Source: an optimization exercise on an open RTL-to-GDS flow (aim: small area, a short achievable clock period and few clock cycles per item). Production flows keep margins and buffers that such runs may drop.
The RTL was checked by simulation tests, not by an equivalence proof against the original design.

## flow/design.v (module list and top-level ports; edited modules follow where they fit)
// module stfir_fir: 1061 lines
// module stfir_mul: 1243 lines
// module stfir_ram: 21 lines
// module sawtooth_tone_fir_generator: 244 lines
module sawtooth_tone_fir_generator #(
  parameter int TAPS       = stfir_pkg::TAPS_DEF,
  parameter int BLINK_HALF = stfir_pkg::BLINK_HALF_DEF
) (
  input  logic                                 clk,
  input  logic                                 rst_n,
  input  logic                                 cfg_we,
  input  logic [stfir_pkg::CFG_IDX_W-1:0]      cfg_index,
  input  logic [stfir_pkg::CFG_DATA_W-1:0]     cfg_wdata,
  input  logic                                 in_valid,
  output logic                                 in_stall,
  input  logic                                 in_slot_tick,
  output logic                                 out_valid,
  input  logic                                 out_stall,
  output logic signed [stfir_pkg::SAMPLE_W-1:0] out_sample_out,
  output logic                                 out_led_on
);
  // ...
==> flow/flow/run.sh <==
#!/bin/bash
# Standard layout, with one netlist clean-up between synthesis and floorplan:
# flow/fixinv.py removes inverters around full-adder cells (see its header).
# Each tool's output goes to a log file of its own in this folder.
set -euo pipefail
R=orfs/results/${FLOW_PLATFORM}/sawtooth_tone_fir_generator/base
bash standard.sh synth > flow_synth.log 2>&1
cp "$R/1_2_yosys.v" yosys_before_fixinv.v
python3 flow/fixinv.py "$R/1_2_yosys.v" > flow_fixinv.log 2>&1
rm -f "$R/1_synth.odb" "$R/1_synth.sdc"
bash standard.sh finish > flow_finish.log 2>&1
==> flow/flow/fixinv.py <==
#!/usr/bin/env python3
"""Inverter clean-up around full adders in a flat sky130 netlist.

A full adder is self-dual: FA(~a, ~b, ~c) = (~sum, ~cout). Synthesis leaves many
inverters between chained full-adder cells. This pass removes every inverter
whose output is not a module port, treats each full adder as optionally
'flipped' (fed complemented inputs, giving complemented outputs), picks the
flips greedily to need as few inverters as possible, and adds back one
inverter per signal whose complement is still needed. The logic function of
every port and register input is unchanged; registers are not touched.
usage: fixinv.py netlist.v (rewritten in place)
"""
import re
import sys

path = sys.argv[1]
text = open(path).read()

mstart = text.index("module ")
hdr_end = text.index(";", mstart) + 1
body_end = text.rindex("endmodule")
header = text[mstart:hdr_end]
body = text[hdr_end:body_end]

port_out = set()
decl_lines = []
inst_re = re.compile(r"^\s*(sky130_fd_sc_hd__\w+)\s+(\S+)\s*\((.*?)\);\s*$", re.S | re.M)
pin_re = re.compile(r"\.(\w+)\(\s*(.*?)\s*\)\s*(?:,|$)", re.S)

# split body into statements
stmts = [s.strip() for s in body.split(";")]
cells = []
other = []
for s in stmts:
    if not s:
        continue
    m = re.match(r"^(sky130_fd_sc_hd__\w+)\s+(\S+(?: )?)\s*\((.*)\)$", s, re.S)
    if m:
        typ, name, pins = m.group(1), m.group(2).strip(), m.group(3)
        pl = []
        for pm in re.finditer(r"\.(\w+)\(\s*((?:[^()]|\([^()]*\))*?)\s*\)", pins):
            pl.append([pm.group(1), pm.group(2).strip()])
        cells.append([typ, name, pl])
    else:
        other.append(s)
        mo = re.match(r"^output\s+(\[(\d+):(\d+)\]\s+)?(\S+)$", s)
        if mo:
            nm = mo.group(4)
            if mo.group(1):
                hi, lo = int(mo.group(2)), int(mo.group(3))
                for i in range(min(hi, lo), max(hi, lo) + 1):
                    port_out.add(f"{nm}[{i}]")
            else:
                port_out.add(nm)
        if s.startswith("assign"):
            sys.exit("assign statements not handled; netlist left unchanged")

OUTPINS = {"X", "Y", "Q", "Q_N", "SUM", "COUT", "HI", "LO"}
driver = {}
for ci, (typ, name, pl) in enumerate(cells):
    for pin, net in pl:
        if pin in OUTPINS:
            driver[net] = (ci, pin)

def is_inv(ci):
    return re.match(r"sky130_fd_sc_hd__inv_\d+$", cells[ci][0]) is not None

removable = set()
for ci, (typ, name, pl) in enumerate(cells):
    if is_inv(ci):
        out = [n for p, n in pl if p == "Y"][0]
        if out not in port_out:
            removable.add(ci)

def pin_of(ci, pin):
    for p, n in cells[ci][2]:
        if p == pin:
            return n

memo = {}
def lit(net):
    if net in memo:
        return memo[net]
    d = driver.get(net)
    if d is not None and d[0] in removable:
        r, p = lit(pin_of(d[0], "A"))
        res = (r, p ^ 1)
    else:
        res = (net, 0)
    memo[net] = res
    return res

is_fa = [re.match(r"sky130_fd_sc_hd__fa_\d+$", c[0]) is not None for c in cells]
flip = [0] * len(cells)

# consumers: (cell index, pin index) -> (root, parity)
consumers = []
by_root = {}
for ci, (typ, name, pl) in enumerate(cells):
    if ci in removable:
        continue
    for pi, (pin, net) in enumerate(pl):
        if pin in OUTPINS:
            continue
        r, p = lit(net)
        consumers.append((ci, pi, r, p))
        by_root.setdefault(r, []).append(len(consumers) - 1)

def src_flip(root):
    d = driver.get(root)
    if d is not None and is_fa[d[0]]:
        return flip[d[0]]
    return 0

def need(k):
    ci, pi, r, p = consumers[k]
    return p ^ flip[ci] ^ src_flip(r)

def root_cost(r):
    return 1 if any(need(k) for k in by_root.get(r, [])) else 0

fa_in_roots = {}
fa_out_roots = {}
for k, (ci, pi, r, p) in enumerate(consumers):
    if is_fa[ci]:
        fa_in_roots.setdefault(ci, set()).add(r)
for ci in range(len(cells)):
    if is_fa[ci]:
        fa_out_roots[ci] = {n for p, n in cells[ci][2] if p in OUTPINS}

before = sum(root_cost(r) for r in by_root)
import random
rng = random.Random(1)
fa_list = [ci for ci in range(len(cells)) if is_fa[ci]]
fa_roots = {ci: fa_in_roots.get(ci, set()) | fa_out_roots[ci] for ci in fa_list}
cur = before
best = cur
best_flip = list(flip)
passes = 0
steps = 200 * len(fa_list)
for it in range(steps):
    ci = rng.choice(fa_list)
    roots = fa_roots[ci]
    c0 = sum(root_cost(r) for r in roots)
    flip[ci] ^= 1
    c1 = sum(root_cost(r) for r in roots)
    d = c1 - c0
    temp = 0.6 * (1 - it / steps)
    if d <= 0 or (temp > 0 and rng.random() < pow(2.718, -d / max(temp, 1e-9))):
        cur += d
        if cur < best:
            best = cur
            best_flip = list(flip)
    else:
        flip[ci] ^= 1
flip[:] = best_flip
after = sum(root_cost(r) for r in by_root)

# rewrite
inv_net = {}
new_cells = []
new_wires = []
for r in by_root:
    if root_cost(r):
        k = len(inv_net)
        nn = f"fixinv_n{k}"
        inv_net[r] = nn
        new_wires.append(nn)
        sep = " " if r.startswith("\\") else ""
        new_cells.append(f"  sky130_fd_sc_hd__inv_1 fixinv_{k} (\n    .A({r}{sep}),\n    .Y({nn})\n  );")
for k, (ci, pi, r, p) in enumerate(consumers):
    cells[ci][2][pi][1] = inv_net[r] if need(k) else r

out = [text[:mstart], header, "\n"]
for s in other:
    out.append(f"  {s} ;\n")
for w in new_wires:
    out.append(f"  wire {w};\n")
for ci, (typ, name, pl) in enumerate(cells):
    if ci in removable:
        continue
    pins = ",\n".join(f"    .{p}({n}{' ' if n.startswith(chr(92)) else ''})" for p, n in pl)
    out.append(f"  {typ} {name}{' ' if name.startswith(chr(92)) else ''}(\n{pins}\n  );\n")
for c in new_cells:
    out.append(c + "\n")
out.append("endmodule\n")
open(path, "w").write("".join(out))
print(f"fixinv: {len(removable)} inverters removed, {len(inv_net)} added "
      f"(cost {before} -> {after}), {sum(flip)} full adders flipped, {passes} passes")
==> flow/standard.sh <==
#!/bin/bash
# synth_recipe.tcl (not shown) runs the flow's synth.tcl, then flattens the netlist and writes it again
# the make line also repeats each setting of config.mk as NAME=value (left out here)
make -C /OpenROAD-flow-scripts/flow DESIGN_CONFIG=/design/flow/config.mk WORK_HOME=/design/flow/orfs CLKGATE_MAP_FILE= SYNTH_SCRIPT=/design/flow/synth_recipe.tcl "${@:-finish}"
==> flow/config.mk <==
export PLATFORM = sky130hd
export DESIGN_NAME = sawtooth_tone_fir_generator
export DESIGN_NICKNAME = sawtooth_tone_fir_generator
export VERILOG_FILES = /design/flow/design.v
export SDC_FILE = /design/flow/constraint.sdc
export NUM_CORES = 4
export LEC_CHECK = 0
export ABC_AREA = 1
export CAP_MARGIN = 5
export CORE_MARGIN = 2
export CORE_UTILIZATION = 50
export HOLD_SLACK_MARGIN = 0
export SETUP_SLACK_MARGIN = 5
export SLEW_MARGIN = 5
==> flow/constraint.sdc <==
create_clock -name core_clock -period 8.5 [get_ports {clk}]
set_input_delay 1.7000 -clock core_clock [delete_from_list [all_inputs] [get_ports {clk}]]
set_output_delay 1.7000 -clock core_clock [all_outputs]
set_load 0.01 [all_outputs]
==> flow_summary.yaml, run 1 <==
grt:
  grt-busiest-layer: "met2"
  met1_usage_pct: 39.7
  antenna_found_initial: 1
  grt_max_degree: 112
status:
  status: "finished clean"
worst_setup_path:
  crit_start: "e0_r[17]$_DFF_P_"
  required_ns: 9.11
  endpoint: "ca_r[27]$_DFF_P_"
  rrSetupSlack_ns: 5.03
  worstPathArrival_ns: 4.07
  cpLargestDelayFamily: "adder cells"
  crit_fanout: 4
  path_cells: "buf_4, fa_1, fa_1, fa_2, fa_2, fa_1, fa_2"
final_layout:
  utilization_pct: 55.8
  multi_input_cells: 4546
  fillers: 10000
  drive_gt1_share_pct: 7.29
  final_cell_mix: "inv_1, nand2_1, a21oi_1"
  fin_area_sq_um: 60900
placement:
  hpwl_microns: 135000
logic_synthesis:
  syn_avg_cell_area_sq_um: 8.55
hold_path:
  hp-class: "flop to flop"
  worst_hold_path.endpoint: "e1x3_r[24]$_DFF_P_"
run:
  maxCapViolations: 0
clocking:
  cts_tree: "yes"
  clock-sinks: 716
  clock_latency_ns: 0.69
  cts_root_buf: "clkbuf_16"
drt:
  dr.pass1.iters: 7
  vias: 46100
die:
  rows: 121
Testbench counts, summed over its fixed seeds: cycles 8,031, items 8,000.
==> module sawtooth_tone_fir_generator, before the edit <==
module sawtooth_tone_fir_generator #(
  parameter int TAPS       = stfir_pkg::TAPS_DEF,
  parameter int BLINK_HALF = stfir_pkg::BLINK_HALF_DEF
) (
  input  logic                                 clk,
  input  logic                                 rst_n,
  input  logic                                 cfg_we,
  input  logic [stfir_pkg::CFG_IDX_W-1:0]      cfg_index,
  input  logic [stfir_pkg::CFG_DATA_W-1:0]     cfg_wdata,
  input  logic                                 in_valid,
  output logic                                 in_stall,
  input  logic                                 in_slot_tick,
  output logic                                 out_valid,
  input  logic                                 out_stall,
  output logic signed [stfir_pkg::SAMPLE_W-1:0] out_sample_out,
  output logic                                 out_led_on
);
  localparam int CNT_W = $clog2(2 * BLINK_HALF);
  localparam logic [CNT_W:0] HALF_C = (CNT_W + 1)'(BLINK_HALF);
  localparam logic [CNT_W:0] FULL_C = (CNT_W + 1)'(2 * BLINK_HALF);
  localparam int PW = 22;
  localparam int EW = PW + 1;
  function automatic logic [23:0] booth_of(input logic [AMP_W-1:0] v);
    logic [16:0] x;
    logic [7:0]  one, two, neg;
    x = {1'b0, v, 1'b0};
    for (int j = 0; j < 8; j++) begin
      one[j] = x[2*j+1] ^ x[2*j];
      two[j] = (x[2*j+2] & ~x[2*j+1] & ~x[2*j]) | (~x[2*j+2] & x[2*j+1] & x[2*j]);
      neg[j] = x[2*j+2];
    end
    booth_of = {neg, two, one};
  endfunction
  logic [STEP_W-1:0] step_r;
  logic [23:0]       bth_r;
  logic signed [PW-1:0] p3_r, pnn_r, pn_r, ph_r, h2_r, h3_r, h4_r, h5_r, h6_r, h7_r;
  logic [2:0]        lead_r;   
  logic [2:0]        lead_q;   
  logic              rc1_r, rc2_r, rc3_r;
  logic signed [EW-1:0] e0_r, e1_r, e2_r, e3_r;
  logic signed [EW+1:0] e1x3_r;
  logic              ve_r, va_r, vb_r, vc_r;
  logic [ACC_W-1:0]  sa_r, ca_r;
  logic signed [ACC_W-1:0] acc_r;
  logic [51:0]       sc_r, cc_r;
  logic signed [SAMPLE_W-1:0] f0_r, f1_r;
  logic              fv0_r, fv1_r;
  logic              upd_r;
  logic signed [SAMPLE_W-1:0] held_r;
  logic [CNT_W-1:0]  slot_cnt_r;
  logic              led_r;
  logic              out_valid_r, out_led_r, skid_valid_r, skid_led_r;
  logic signed [SAMPLE_W-1:0] out_sample_r, skid_sample_r;
  logic              in_take, tick, odd_tick, pop, step_we, amp_we, flush, issue;
  logic [CNT_W:0]    cnt_inc;
  logic              led_new;
  logic [CNT_W-1:0]  cnt_new;
  logic signed [PW-1:0] pbase, pnext;
  logic signed [PW:0]   psum, pwtest;
  logic              pwrap;
  logic signed [PW-1:0] x0, y0, x1, y1, x2, y2, x3, y3;
  logic signed [EW-1:0] e0_n, e1_n, e2_n, e3_n;
  logic [ACC_W-1:0]  fir_s, fir_c;
  logic [51:0]       mul_s, mul_c, prod;
  logic signed [SAMPLE_W-1:0] d_q, smp;
  logic              sel_r, sel_n, sel_a;
  assign in_stall = skid_valid_r || (slot_cnt_r[0] && !(fv0_r || vc_r));
  assign in_take  = in_valid && !in_stall;
  assign tick     = in_take && in_slot_tick;
  assign odd_tick = tick && slot_cnt_r[0];
  assign pop      = out_valid_r && !out_stall;
  assign step_we  = cfg_we && cfg_index == CFG_PHASE_STEP;
  assign amp_we   = cfg_we && cfg_index == CFG_AMPLITUDE;
  assign flush    = step_we || amp_we;
  assign pbase = rc1_r ? ph_r : (rc2_r ? pn_r : (rc3_r ? pnn_r : p3_r));
  assign psum  = $signed({pbase[PW-1], pbase}) + $signed({2'b00, step_r});
  assign pwrap = !pwtest[PW];
  assign pwtest = $signed({pbase[PW-1], pbase}) + $signed({2'b00, step_r}) - $signed((PW + 1)'(1048577));
  assign pnext = {psum[PW-1] ^ pwrap, psum[PW-2:0]};
  assign sel_r = lead_r[0];
  assign sel_n = lead_r[1];
  assign sel_a = lead_r[2];
  assign issue = !flush && (lead_r == lead_q) &&
                 ((sel_r && !rc1_r) || (sel_n && !rc1_r && !rc2_r) || (sel_a && odd_tick));
  always_comb begin
    x0 = p3_r;  y0 = pnn_r; x1 = pn_r; y1 = h5_r; x2 = ph_r; y2 = h4_r; x3 = h2_r; y3 = h3_r;
    if (sel_r) begin
      x0 = pn_r;  y0 = ph_r; x1 = h2_r; y1 = h7_r; x2 = h3_r; y2 = h6_r; x3 = h4_r; y3 = h5_r;
    end else if (sel_n) begin
      x0 = pnn_r; y0 = pn_r; x1 = ph_r; y1 = h6_r; x2 = h2_r; y2 = h5_r; x3 = h3_r; y3 = h4_r;
    end
  end
  assign e0_n = EW'(x0) + EW'(y0);
  assign e1_n = EW'(x1) + EW'(y1);
  assign e2_n = EW'(x2) + EW'(y2);
  assign e3_n = EW'(x3) + EW'(y3);
  stfir_fir u_fir (
    .e0(e0_r), .e1(e1_r), .e2(e2_r), .e3(e3_r), .e1x3(e1x3_r),
    .rs(fir_s), .rc(fir_c)
  );
  stfir_mul u_mul (
    .a(acc_r), .one(bth_r[7:0]), .two(bth_r[15:8]), .neg(bth_r[23:16]),
    .rs(mul_s), .rc(mul_c)
  );
  assign prod = sc_r + cc_r;
  assign d_q  = prod[FRAC_SH +: SAMPLE_W];
  always_ff @(posedge clk) begin
    e0_r   <= e0_n;
    e1_r   <= e1_n;
    e2_r   <= e2_n;
    e3_r   <= e3_n;
    e1x3_r <= (EW + 2)'(e1_r) + ((EW + 2)'(e1_r) <<< 1);
    sa_r  <= fir_s;
    ca_r  <= fir_c;
    acc_r <= sa_r + ca_r;
    sc_r  <= mul_s;
    cc_r  <= mul_c;
  end
  assign smp = upd_r ? f0_r : held_r;
  assign cnt_inc = {1'b0, slot_cnt_r} + (CNT_W + 1)'(1);
  always_comb begin
    led_new = led_r;
    cnt_new = cnt_inc[CNT_W-1:0];
    if (cnt_inc == HALF_C) begin
      led_new = 1'b0;
    end else if (cnt_inc >= FULL_C) begin
      led_new = 1'b1;
      cnt_new = '0;
    end
  end
  always_ff @(posedge clk) begin
    if (!rst_n) begin
      step_r       <= STEP_RST;
      bth_r        <= booth_of(AMP_RST);
      p3_r         <= PW'(3 * STEP_RST);
      pnn_r        <= PW'(2 * STEP_RST);
      pn_r         <= PW'(STEP_RST);
      ph_r         <= '0;
      h2_r         <= '0;
      h3_r         <= '0;
      h4_r         <= '0;
      h5_r         <= '0;
      h6_r         <= '0;
      h7_r         <= '0;
      lead_r       <= 3'b001;
      lead_q       <= 3'b000;   
      rc1_r        <= 1'b0;
      rc2_r        <= 1'b0;
      rc3_r        <= 1'b0;
      ve_r         <= 1'b0;
      va_r         <= 1'b0;
      vb_r         <= 1'b0;
      vc_r         <= 1'b0;
      fv0_r        <= 1'b0;
      fv1_r        <= 1'b0;
      upd_r        <= 1'b0;
      held_r       <= '0;
      slot_cnt_r   <= '0;
      led_r        <= 1'b0;
      out_valid_r  <= 1'b0;
      skid_valid_r <= 1'b0;
    end else begin
      rc1_r <= step_we;
      rc2_r <= rc1_r;
      rc3_r <= rc2_r;
      upd_r <= odd_tick;
      if (step_we) step_r <= cfg_wdata[STEP_W-1:0];
      if (amp_we)  bth_r  <= booth_of(cfg_wdata[AMP_W-1:0]);
      if (rc1_r) pn_r <= pnext;
      if (rc2_r) pnn_r <= pnext;
      if (rc3_r) p3_r <= pnext;
      if (odd_tick) begin
        p3_r  <= pnext;
        pnn_r <= p3_r;
        pn_r  <= pnn_r;
        ph_r  <= pn_r;
        h2_r  <= ph_r;
        h3_r  <= h2_r;
        h4_r  <= h3_r;
        h5_r  <= h4_r;
        h6_r  <= h5_r;
        h7_r  <= h6_r;
      end
      lead_q <= lead_r;
      if (flush) lead_r <= 3'b001;
      else if (issue && !odd_tick) lead_r <= {lead_r[1:0], 1'b0};
      else if (!issue && odd_tick) lead_r <= {1'b0, lead_r[2:1]};
      ve_r <= issue;
      va_r <= ve_r && !flush;
      vb_r <= va_r && !flush;
      vc_r <= vb_r && !flush;
      if (upd_r) held_r <= f0_r;
      if (flush) begin
        fv0_r <= 1'b0;
        fv1_r <= 1'b0;
      end else if (upd_r && !vc_r) begin
        fv0_r <= fv1_r;
        fv1_r <= 1'b0;
      end else if (!upd_r && vc_r) begin
        if (fv0_r) fv1_r <= 1'b1;
        else fv0_r <= 1'b1;
      end
      if (tick) begin
        slot_cnt_r <= cnt_new;
        led_r      <= led_new;
      end
      if (skid_valid_r) begin
        if (pop) skid_valid_r <= 1'b0;
      end else if (tick) begin
        if (out_valid_r && !pop) skid_valid_r <= 1'b1;
        else out_valid_r <= 1'b1;
      end else if (pop) begin
        out_valid_r <= 1'b0;
      end
    end
  end
  always_ff @(posedge clk) begin
    if (upd_r) begin
      if (vc_r && !fv1_r) f0_r <= d_q;
      else f0_r <= f1_r;
      if (vc_r && fv1_r) f1_r <= d_q;
    end else if (vc_r) begin
      if (fv0_r) f1_r <= d_q;
      else f0_r <= d_q;
    end
    if (skid_valid_r) begin
      if (pop) begin
        out_sample_r <= skid_sample_r;
        out_led_r    <= skid_led_r;
      end
    end else if (tick) begin
      if (out_valid_r && !pop) begin
        skid_sample_r <= smp;
        skid_led_r    <= led_new;
      end else begin
        out_sample_r <= smp;
        out_led_r    <= led_new;
      end
    end
  end
  assign out_valid      = out_valid_r;
  assign out_sample_out = out_sample_r;
  assign out_led_on     = out_led_r;
endmodule
==> run 2, diff against run 1 <==
--- a/flow/design.v
+++ b/flow/design.v
@@ -2415,7 +2415,10 @@
   logic              ve_r, va_r, vb_r, vc_r;
   logic [ACC_W-1:0]  sa_r, ca_r;
   logic signed [ACC_W-1:0] acc_r;
-  logic [51:0]       sc_r, cc_r;
+  localparam int LOW_C = 10;
+  logic [51:LOW_C]   sc_r, cc_r;
+  logic              cl_r;
+  logic [LOW_C:0]    mul_low;
   logic signed [SAMPLE_W-1:0] f0_r, f1_r;
   logic              fv0_r, fv1_r;
   logic              upd_r;
@@ -2434,7 +2437,8 @@
   logic signed [PW-1:0] x0, y0, x1, y1, x2, y2, x3, y3;
   logic signed [EW-1:0] e0_n, e1_n, e2_n, e3_n;
   logic [ACC_W-1:0]  fir_s, fir_c;
-  logic [51:0]       mul_s, mul_c, prod;
+  logic [51:0]       mul_s, mul_c;
+  logic [51:LOW_C]   prod;
   logic signed [SAMPLE_W-1:0] d_q, smp;
   logic              sel_r, sel_n, sel_a;
   assign in_stall = skid_valid_r || (slot_cnt_r[0] && !(fv0_r || vc_r));
@@ -2475,7 +2479,8 @@
     .a(acc_r), .one(bth_r[7:0]), .two(bth_r[15:8]), .neg(bth_r[23:16]),
     .rs(mul_s), .rc(mul_c)
   );
-  assign prod = sc_r + cc_r;
+  assign mul_low = {1'b0, mul_s[LOW_C-1:0]} + {1'b0, mul_c[LOW_C-1:0]};
+  assign prod = sc_r + cc_r + (52 - LOW_C)'(cl_r);
   assign d_q  = prod[FRAC_SH +: SAMPLE_W];
   always_ff @(posedge clk) begin
     e0_r   <= e0_n;
@@ -2486,8 +2491,9 @@
     sa_r  <= fir_s;
     ca_r  <= fir_c;
     acc_r <= sa_r + ca_r;
-    sc_r  <= mul_s;
-    cc_r  <= mul_c;
+    sc_r  <= mul_s[51:LOW_C];
+    cc_r  <= mul_c[51:LOW_C];
+    cl_r  <= mul_low[LOW_C];
   end
   assign smp = upd_r ? f0_r : held_r;
   assign cnt_inc = {1'b0, slot_cnt_r} + (CNT_W + 1)'(1);
--- a/flow/config.mk
+++ b/flow/config.mk
@@ -5,10 +5,9 @@
 export SDC_FILE = /design/flow/constraint.sdc
 export NUM_CORES = 4
 export LEC_CHECK = 0
-export ABC_AREA = 1
-export CAP_MARGIN = 5
+export ABC_CLOCK_PERIOD_IN_PS = 3500
+export CAP_MARGIN = 20
 export CORE_MARGIN = 2
 export CORE_UTILIZATION = 50
-export HOLD_SLACK_MARGIN = 0
 export SETUP_SLACK_MARGIN = 5
-export SLEW_MARGIN = 5
+export SLEW_MARGIN = 20
==> flow_summary.yaml, run 2 <==
placement:
  hpwl_microns: 107000
  dpl_cell_area_sq_um: 54500
  numPortBuffers: 47
  globalplace.congestion: 0.877
sta:
  maxSlewHeadroom_pct: 30.8
  min_period_over_period_pct: 44.6
  fin_worst_skew_ns: 0.0370
  timing.hold.ws_ns: 0.381
  setup-violations-final: 0
  fin_setup_tns_ns: 0
  worst_pin_slew_ns: 1.04
  rsz0062_at_grt: "yes"
  finalHoldViolCount: 0
  fmax_ghz: 0.264
  period_needed_ns: 3.79
  drv_slew: 0
final_layout:
  drive_gt1_share_pct: 9.48
  nets: 6395
  fin_area_sq_um: 59200
  fillers: 9344
  area_growth_pct: 11.1
  biggestRegsByFlops: "cc_r x42, sc_r x42"
  mostFrequentLayoutCell: "nand2_1"
  final_cell_mix: "nand2_1, fa_1, dfxtp_1"
  ff_latch_area_sq_um: 14800
  antenna_cells: 0
  multi_input_area_sq_um: 36800
clocking:
  clk_pin_slew_ns: 0.06
  clock_latency_ns: 0.67
  clock-sinks: 697
  h-tree-depth: 3
  cts_hold_buf: 0
  numCtsBuffers: 82
  cts_root_buf: "clkbuf_16"
  cts_tree: "yes"
  clock_path_buffers: 3
die:
  rows: 119
  num_io_pins: 48
  chipHeight_microns: 330
  coreArea_sq_um: 106000
  start_util_pct: 50.5
  fp.dieW_microns: 330
  dieArea_sq_um: 109000
drt:
  drcViolationCount: 0
  drt_iter0_markers: 2925
  vias_per_cell: 5.77
  wl_microns: 150000
  post_drt_wl_per_cell_microns: 21.7
  ant_nets: 0
  dr.pass1.iters: 6
  vias: 40000
logic_synthesis:
  synthesis.nets: 6520
  synth.cell_area_sq_um: 53300
  synth.yosys.warnings: 1
  netlist_instances: 5596
  syn_avg_cell_area_sq_um: 9.52
grt:
  overflow: 0
  antenna_found_initial: 0
  grt_pass1_wl_microns: 232000
  grt_use_total_pct: 27.3
  grt_max_degree: 121
  grt_pass1_vias: 39500
status:
  status: "finished clean"
worst_setup_path:
  crit_fanout: 6
  worstSetupStartpointType: "flop"
  worstPathArrival_ns: 4.37
  required_ns: 9.07
  crit_type: "flop to flop"
  cp-end-kind: "flop"
run:
  maxCapViolations: 0
hold_path:
  hp-class: "flop to flop"
==> run 2: final cells by class <==
| class | instances | share of cell area, % |
|---|---|---|
| inverter | 327 | 2.13 |
| sequential | 697 | 24.9 |
| tap | 1391 | 2.94 |
| multi-input combinational | 4206 | 62.1 |
| clock inverter | 33 | 0.697 |
| clock buffer | 118 | 4.01 |
| timing repair buffer | 157 | 3.21 |
==> run 2: path summary, 6_finish.rpt <==
path	from	end	slack [ns]	cells past startpoint
min reg2reg	e1_r[0]$_DFF_P_	e1x3_r[0]$_DFF_P_	0.38	0
min	e1_r[0]$_DFF_P_	e1x3_r[0]$_DFF_P_	0.38	0
max	rc3_r$_SDFF_PN0_	pnn_r[21]$_SDFFE_PN0P_	4.71	17
max reg2reg	rc3_r$_SDFF_PN0_	pnn_r[21]$_SDFFE_PN0P_	4.71	17
==> run 2: routing by layer <==
metal	up-vias	share of wire (%)	global-route usage (%)	routed length [microns]
li1	18800	-	-	-
met1	19700	45	37.8	67100
met2	1184	47	44.2	70200
met3	265	5.2	3.43	7810
met4	0	3.5	9.83	5310
met5	-	0	0	0
==> run 2: critical path: stages (launching register included) <==
cell      delay, ns
dfxtp_4        0.39
buf_12         0.16
nor2b_4        0.10
a211oi_2       0.04
o31a_1         0.32
ha_4           0.29
inv_1          0.04
ha_1           0.27
nor3b_1        0.13
o21a_1         0.18
o21a_1         0.21
o211ai_1       0.21
a31oi_2        0.16
o32a_1         0.33
xnor2_1        0.17
xor2_1         0.28
mux2i_1        0.15
a211oi_1       0.26
==> run 2: metrics by stage <==
step	utilization, %	setup slack (ns)	std cells
global route	56.1	4.46	6929
global placement	51.6	3.34	6710
detailed placement	51.6	3.27	6710
floorplan	-	4.95	5596
CTS	55.2	4.76	6897
finish	56.1	4.71	6929
==> run 2: timing repair <==
action	4_1_cts	5_1_grt
hold endpoints to repair	0	0
gates cloned	9	6
setup endpoints to repair	322	231
pin swaps	13	54
setup buffers	27	26
gates resized for setup	144	170
Testbench counts of run 2, summed over its fixed seeds: cycles 8,031, items 8,000.
==> run 3, diff against run 2 <==
--- a/flow/config.mk
+++ b/flow/config.mk
@@ -5,7 +5,7 @@
 export SDC_FILE = /design/flow/constraint.sdc
 export NUM_CORES = 4
 export LEC_CHECK = 0
-export ABC_CLOCK_PERIOD_IN_PS = 3500
+export ABC_AREA = 1
 export CAP_MARGIN = 20
 export CORE_MARGIN = 2
 export CORE_UTILIZATION = 50
==> flow_summary.yaml, run 3 <==
grt:
  grt_use_total_pct: 31.5
  grt_pass1_vias: 45500
  antenna_found_initial: 2
  grt_pass1_wl_microns: 270000
  grt_max_degree: 108
  overflow: 0
die:
  chipHeight_microns: 334
  rows: 120
  coreArea_sq_um: 107000
  num_io_pins: 48
  start_util_pct: 50.6
  dieArea_sq_um: 111000
  fp.dieW_microns: 334
drt:
  wl_met2_microns: 83900
  drcViolationCount: 0
  wl_microns: 178000
  drt_iter0_markers: 3723
  ant_nets: 0
  post_drt_wl_per_cell_microns: 22.9
  vias: 45600
  dr.pass1.iters: 8
  wl_met1_microns: 72800
  top_layer: "met5"
  wl_met3_microns: 12100
  vias_per_cell: 5.86
run:
  maxCapViolations: 0
sta:
  worst_pin_slew_ns: 1.08
  setup-violations-final: 0
  min_period_over_period_pct: 40.7
  drv_slew: 0
  finalWorstSetupSlack_ns: 5.04
  finalHoldViolCount: 0
  period_needed_ns: 3.46
  fin_setup_tns_ns: 0
  maxSlewHeadroom_pct: 28.2
  rsz0062_at_grt: "yes"
  fmax_ghz: 0.289
  fin_worst_skew_ns: 0.0486
clocking:
  h-tree-depth: 3
  cts_hold_buf: 0
  clock_path_buffers: 3
  numCtsBuffers: 83
  clk_pin_slew_ns: 0.06
  cts_root_buf: "clkbuf_16"
  cts_tree: "yes"
  clock_latency_ns: 0.70
  clock-sinks: 697
worst_setup_path:
  worstPathArrival_ns: 4.04
  r2r_cells: 6
  endpoint: "h3_r[12]$_SDFFE_PN0P_"
  worstSetupStartpointType: "primary input"
  crit_type: "primary input to flop"
  rrSetupSlack_ns: 5.04
  r2r-start: "e1x3_r[7]$_DFF_P_"
  crit_start: "in_slot_tick"
  required_ns: 9.07
  crit_fanout: 107
  cp-end-kind: "flop"
  r2r_end: "ca_r[18]$_DFF_P_"
logic_synthesis:
  synthesis.nets: 7272
  synth.cell_area_sq_um: 54300
  syn_avg_cell_area_sq_um: 8.56
  netlist_instances: 6348
  synth.yosys.warnings: 1
placement:
  hpwl_microns: 133000
  numPortBuffers: 47
  post-place-ws_ns: 3.14
  globalplace.congestion: 0.943
  dpl_cell_area_sq_um: 55700
final_layout:
  area_growth_pct: 11.1
  fillers: 9825
  utilization_pct: 56.2
  biggestRegsByFlops: "cc_r x42, sc_r x42"
  fin_area_sq_um: 60300
  mostFrequentLayoutCell: "inv_1"
  drive_gt1_share_pct: 7.65
  nets: 7240
  final_cell_mix: "inv_1, nand2_1, a21oi_1"
status:
  status: "finished clean"
hold_path:
  hp-class: "flop to flop"
run 3: worst min path at each step:
stage                startpoint                  to  cells after the start
6_report       e1_r[22]$_DFF_P_  e1x3_r[24]$_DFF_P_                      0
3_3_place_gp    e1_r[0]$_DFF_P_   e1x3_r[0]$_DFF_P_                      0
5_1_grt        e1_r[22]$_DFF_P_  e1x3_r[24]$_DFF_P_                      0
4_1_cts        e1_r[22]$_DFF_P_  e1x3_r[24]$_DFF_P_                      0
2_1_floorplan  e1_r[22]$_DFF_P_  e1x3_r[24]$_DFF_P_                      0
3_5_place_dp    e1_r[0]$_DFF_P_   e1x3_r[0]$_DFF_P_                      0
run 3: routing by layer:
metal / GRT usage (%) / vias up
met1: 39.6 / 22200
met4: 15.4 / 2
met2: 52.6 / 1720
met5: 0 / -
li1: - / 21300
met3: 5.28 / 413
run 3: area by class of cell:
| class | instances | area [sq um] | share of cell area (%) |
|---|---|---|---|
| clock buffer | 114 | 2390 | 3.95 |
| clock inverter | 38 | 475 | 0.788 |
| multi-input combinational | 4497 | 35600 | 59.0 |
| timing repair buffer | 184 | 2010 | 3.34 |
| tap | 1403 | 1760 | 2.91 |
| timing repair inverter | 4 | 31.3 | 0.0518 |
| inverter | 849 | 3380 | 5.60 |
| sequential | 697 | 14700 | 24.4 |
| antenna | 1 | 2.50 | 0.00415 |
run 3: per-stage QoR:
stage / cells / hold slack [ns]
floorplan: 6348 / 0.355
global placement: 7537 / 0.411
detailed placement: 7537 / 0.403
CTS: 7732 / 0.401
global route: 7786 / 0.398
finish: 7787 / 0.396
run 3: repair_timing:
action | 4_1_cts | 5_1_grt
setup buffers | 36 | 50
resized for setup | 143 | 140
pin swaps | 3 | 29
endpoints found under the setup margin | 428 | 218
cloned | 7 | 4
run 3: worst max-delay path: stages:
cell and delay, ns:
clkdlybuf4s50_1 0.45, nand2_1 0.15, nor2_4 0.15, clkbuf_8 0.24
nand2_8 0.13, nor2_4 0.30, clkinv_16 0.24, buf_8 0.34
o22ai_1 0.16
==> run 4, diff against run 3 <==
--- a/flow/design.v
+++ b/flow/design.v
@@ -2409,7 +2409,7 @@
   logic signed [PW-1:0] p3_r, pnn_r, pn_r, ph_r, h2_r, h3_r, h4_r, h5_r, h6_r, h7_r;
   logic [2:0]        lead_r;   
   logic [2:0]        lead_q;   
-  logic              rc1_r, rc2_r, rc3_r;
+  logic              rc1_r, rc2_r, rc3_r, rc4_r;
   logic signed [EW-1:0] e0_r, e1_r, e2_r, e3_r;
   logic signed [EW+1:0] e1x3_r;
   logic              ve_r, va_r, vb_r, vc_r;
@@ -2449,7 +2449,7 @@
   assign step_we  = cfg_we && cfg_index == CFG_PHASE_STEP;
   assign amp_we   = cfg_we && cfg_index == CFG_AMPLITUDE;
   assign flush    = step_we || amp_we;
-  assign pbase = rc1_r ? ph_r : (rc2_r ? pn_r : (rc3_r ? pnn_r : p3_r));
+  assign pbase = p3_r;
   assign psum  = $signed({pbase[PW-1], pbase}) + $signed({2'b00, step_r});
   assign pwrap = !pwtest[PW];
   assign pwtest = $signed({pbase[PW-1], pbase}) + $signed({2'b00, step_r}) - $signed((PW + 1)'(1048577));
@@ -2457,8 +2457,8 @@
   assign sel_r = lead_r[0];
   assign sel_n = lead_r[1];
   assign sel_a = lead_r[2];
-  assign issue = !flush && (lead_r == lead_q) &&
-                 ((sel_r && !rc1_r) || (sel_n && !rc1_r && !rc2_r) || (sel_a && odd_tick));
+  assign issue = !flush && (lead_r == lead_q) && !(rc1_r || rc2_r || rc3_r || rc4_r) &&
+                 (sel_r || sel_n || (sel_a && odd_tick));
   always_comb begin
     x0 = p3_r;  y0 = pnn_r; x1 = pn_r; y1 = h5_r; x2 = ph_r; y2 = h4_r; x3 = h2_r; y3 = h3_r;
     if (sel_r) begin
@@ -2526,6 +2526,7 @@
       rc1_r        <= 1'b0;
       rc2_r        <= 1'b0;
       rc3_r        <= 1'b0;
+      rc4_r        <= 1'b0;
       ve_r         <= 1'b0;
       va_r         <= 1'b0;
       vb_r         <= 1'b0;
@@ -2542,16 +2543,18 @@
       rc1_r <= step_we;
       rc2_r <= rc1_r;
       rc3_r <= rc2_r;
+      rc4_r <= rc3_r;
       upd_r <= odd_tick;
       if (step_we) step_r <= cfg_wdata[STEP_W-1:0];
       if (amp_we)  bth_r  <= booth_of(cfg_wdata[AMP_W-1:0]);
-      if (rc1_r) pn_r <= pnext;
-      if (rc2_r) pnn_r <= pnext;
-      if (rc3_r) p3_r <= pnext;
-      if (odd_tick) begin
+      if (rc1_r) begin
+        p3_r <= ph_r;
+      end else if (odd_tick || rc2_r || rc3_r || rc4_r) begin
         p3_r  <= pnext;
         pnn_r <= p3_r;
         pn_r  <= pnn_r;
+      end
+      if (odd_tick) begin
         ph_r  <= pn_r;
         h2_r  <= ph_r;
         h3_r  <= h2_r;
==> flow_summary.yaml, run 4 <==
sta:
  drv_slew: 0
  finalHoldViolCount: 0
  rsz0062_at_grt: "yes"
  period_needed_ns: 3.49
  worst_pin_slew_ns: 1.20
  setup-violations-final: 0
  min_period_over_period_pct: 41.0
  fin_setup_tns_ns: 0
  fmax_ghz: 0.287
  fin_worst_skew_ns: 0.0246
  maxSlewHeadroom_pct: 20.3
  finalWorstSetupSlack_ns: 5.01
  timing.hold.ws_ns: 0.417
final_layout:
  fin_cells: 7605
  final_cell_mix: "inv_1, nand2_1, a21oi_1"
  drive_gt1_share_pct: 8.27
  utilization_pct: 56.3
  biggestRegsByFlops: "cc_r x42, sc_r x42"
  mostFrequentLayoutCell: "inv_1"
  nets: 7062
  area_growth_pct: 11.4
worst_setup_path:
  cp-end-kind: "flop"
  max_stage_delay_ns: 0.56
  crit_type: "flop to flop"
  path_cells: "buf_4, fa_1, fa_2, fa_2, fa_2, fa_1, fa_1"
  crit_fanout: 3
  crit_start: "e0_r[16]$_DFF_P_"
  cpLargestDelayFamily: "adder cells"
  required_ns: 9.04
  worstPathArrival_ns: 4.02
  worstSetupStartpointType: "flop"
  cp_slowest_cell: "fa_2"
  r2r-start: "e0_r[16]$_DFF_P_"
  path_buf_inv: 1
drt:
  ant_nets: 0
  drt_iter0_markers: 3602
  post_drt_wl_per_cell_microns: 22.8
  wl_microns: 174000
  drcViolationCount: 0
  vias_per_cell: 5.81
  vias: 44200
  dr.pass1.iters: 16
grt:
  grt_max_degree: 116
  grt_pass1_vias: 44400
  antenna_found_initial: 1
  grt_pass1_wl_microns: 263000
  grt_use_total_pct: 31.6
  overflow: 0
logic_synthesis:
  netlist_instances: 6143
  synthesis.nets: 7058
  synth.cell_area_sq_um: 53300
  syn_avg_cell_area_sq_um: 8.67
  synth.yosys.warnings: 1
clocking:
  cts_root_buf: "clkbuf_16"
  h-tree-depth: 3
  cts_tree: "yes"
  clock-sinks: 698
  clock_latency_ns: 0.67
  clk_pin_slew_ns: 0.06
  clock_path_buffers: 3
  numCtsBuffers: 83
run:
  maxCapViolations: 0
placement:
  hpwl_microns: 130000
  globalplace.congestion: 0.980
  numPortBuffers: 47
  post-place-ws_ns: 3.41
  place_inst: 7334
die:
  chipHeight_microns: 330
  rows: 119
  num_io_pins: 48
  fp.dieW_microns: 330
  start_util_pct: 50.5
  dieArea_sq_um: 109000
  coreArea_sq_um: 105000
hold_path:
  hp-class: "flop to flop"
  hold_start: "e1_r[0]$_DFF_P_"
status:
  status: "finished clean"
-- run 4: timing repair --
action | in CTS | in global routing
buffers inserted | 54 | 55
endpoints found under the hold margin | 0 | 0
gates resized for setup | 145 | 104
pin swaps | 9 | 22
setup endpoints to repair | 341 | 207
hold buffers | 0 | 0
cloned | 6 | 4
-- run 4: cell type report --
type | instances | area, sq um
Multi-Input combinational cell | 4339 | 34600
Tap cell | 1391 | 1740
Antenna cell | 1 | 2.50
Clock inverter | 39 | 517
Sequential cell | 698 | 14700
Inverter | 818 | 3280
Clock buffer | 112 | 2370
Fill cell | 9672 | 46100
Timing Repair inverter | 5 | 33.8
Timing Repair Buffer | 202 | 2050
-- run 4: stage by stage --
stage               area (sq um)
finish                     59300
global route               59300
CTS                        58400
detailed placement         54700
global placement           54700
floorplan                  53300
-- run 4: final timing paths --
kind	slack (ns)	end	cells after the start
max reg2reg	5.01	ca_r[24]$_DFF_P_	7
min reg2reg	0.42	e1x3_r[0]$_DFF_P_	0
max	5.01	ca_r[24]$_DFF_P_	7
min	0.42	e1x3_r[0]$_DFF_P_	0
-- run 4: metal layers --
layer  vias to the layer above  share of wire, %  global-route usage [%]
li1                      20600                 -                       -
met1                     21600                41                    39.4
met2                      1530                47                    53.2
met3                       425               5.4                    4.13
met4                         0               6.3                    17.7
met5                         -                 0                       0
Testbench counts of run 4, summed over its fixed seeds: cycles 8,055, items 8,000.

==> separate check: timing with driven ports <==
In the flow no input, the clock included, has a driving cell. The finished layouts below were timed again as built, in two steps.
Step 1: set_driving_cell puts a clkbuf_16 on clk and a buf_2 on each other input, an assumption about the parent block.
Step 2 moves the port delays by t, midway between the first and last clock arrival at a register: inputs arrive t later, outputs are due t later. That takes back most of the time a late clock gives input paths.
Three values: ideal ports, drivers, drivers and shift; two values: the first two.
run	t, ns	slack for setup (ns)	worst setup path at the end
run 1	0.741	5.032 / 5.032 / 4.472	input to register
run 2	0.724	4.707 / 4.707 / 4.433	input to register
run 3	0.739	5.037 / 4.979 / 4.345	input to register
run 4	0.728	5.013 / 5.013 / 4.478	input to register
After both steps setup and hold are still met in every run listed. The setup slack of run 3, which loses most, moves by -0.058 ns with the drivers and by -0.692 ns with both steps.
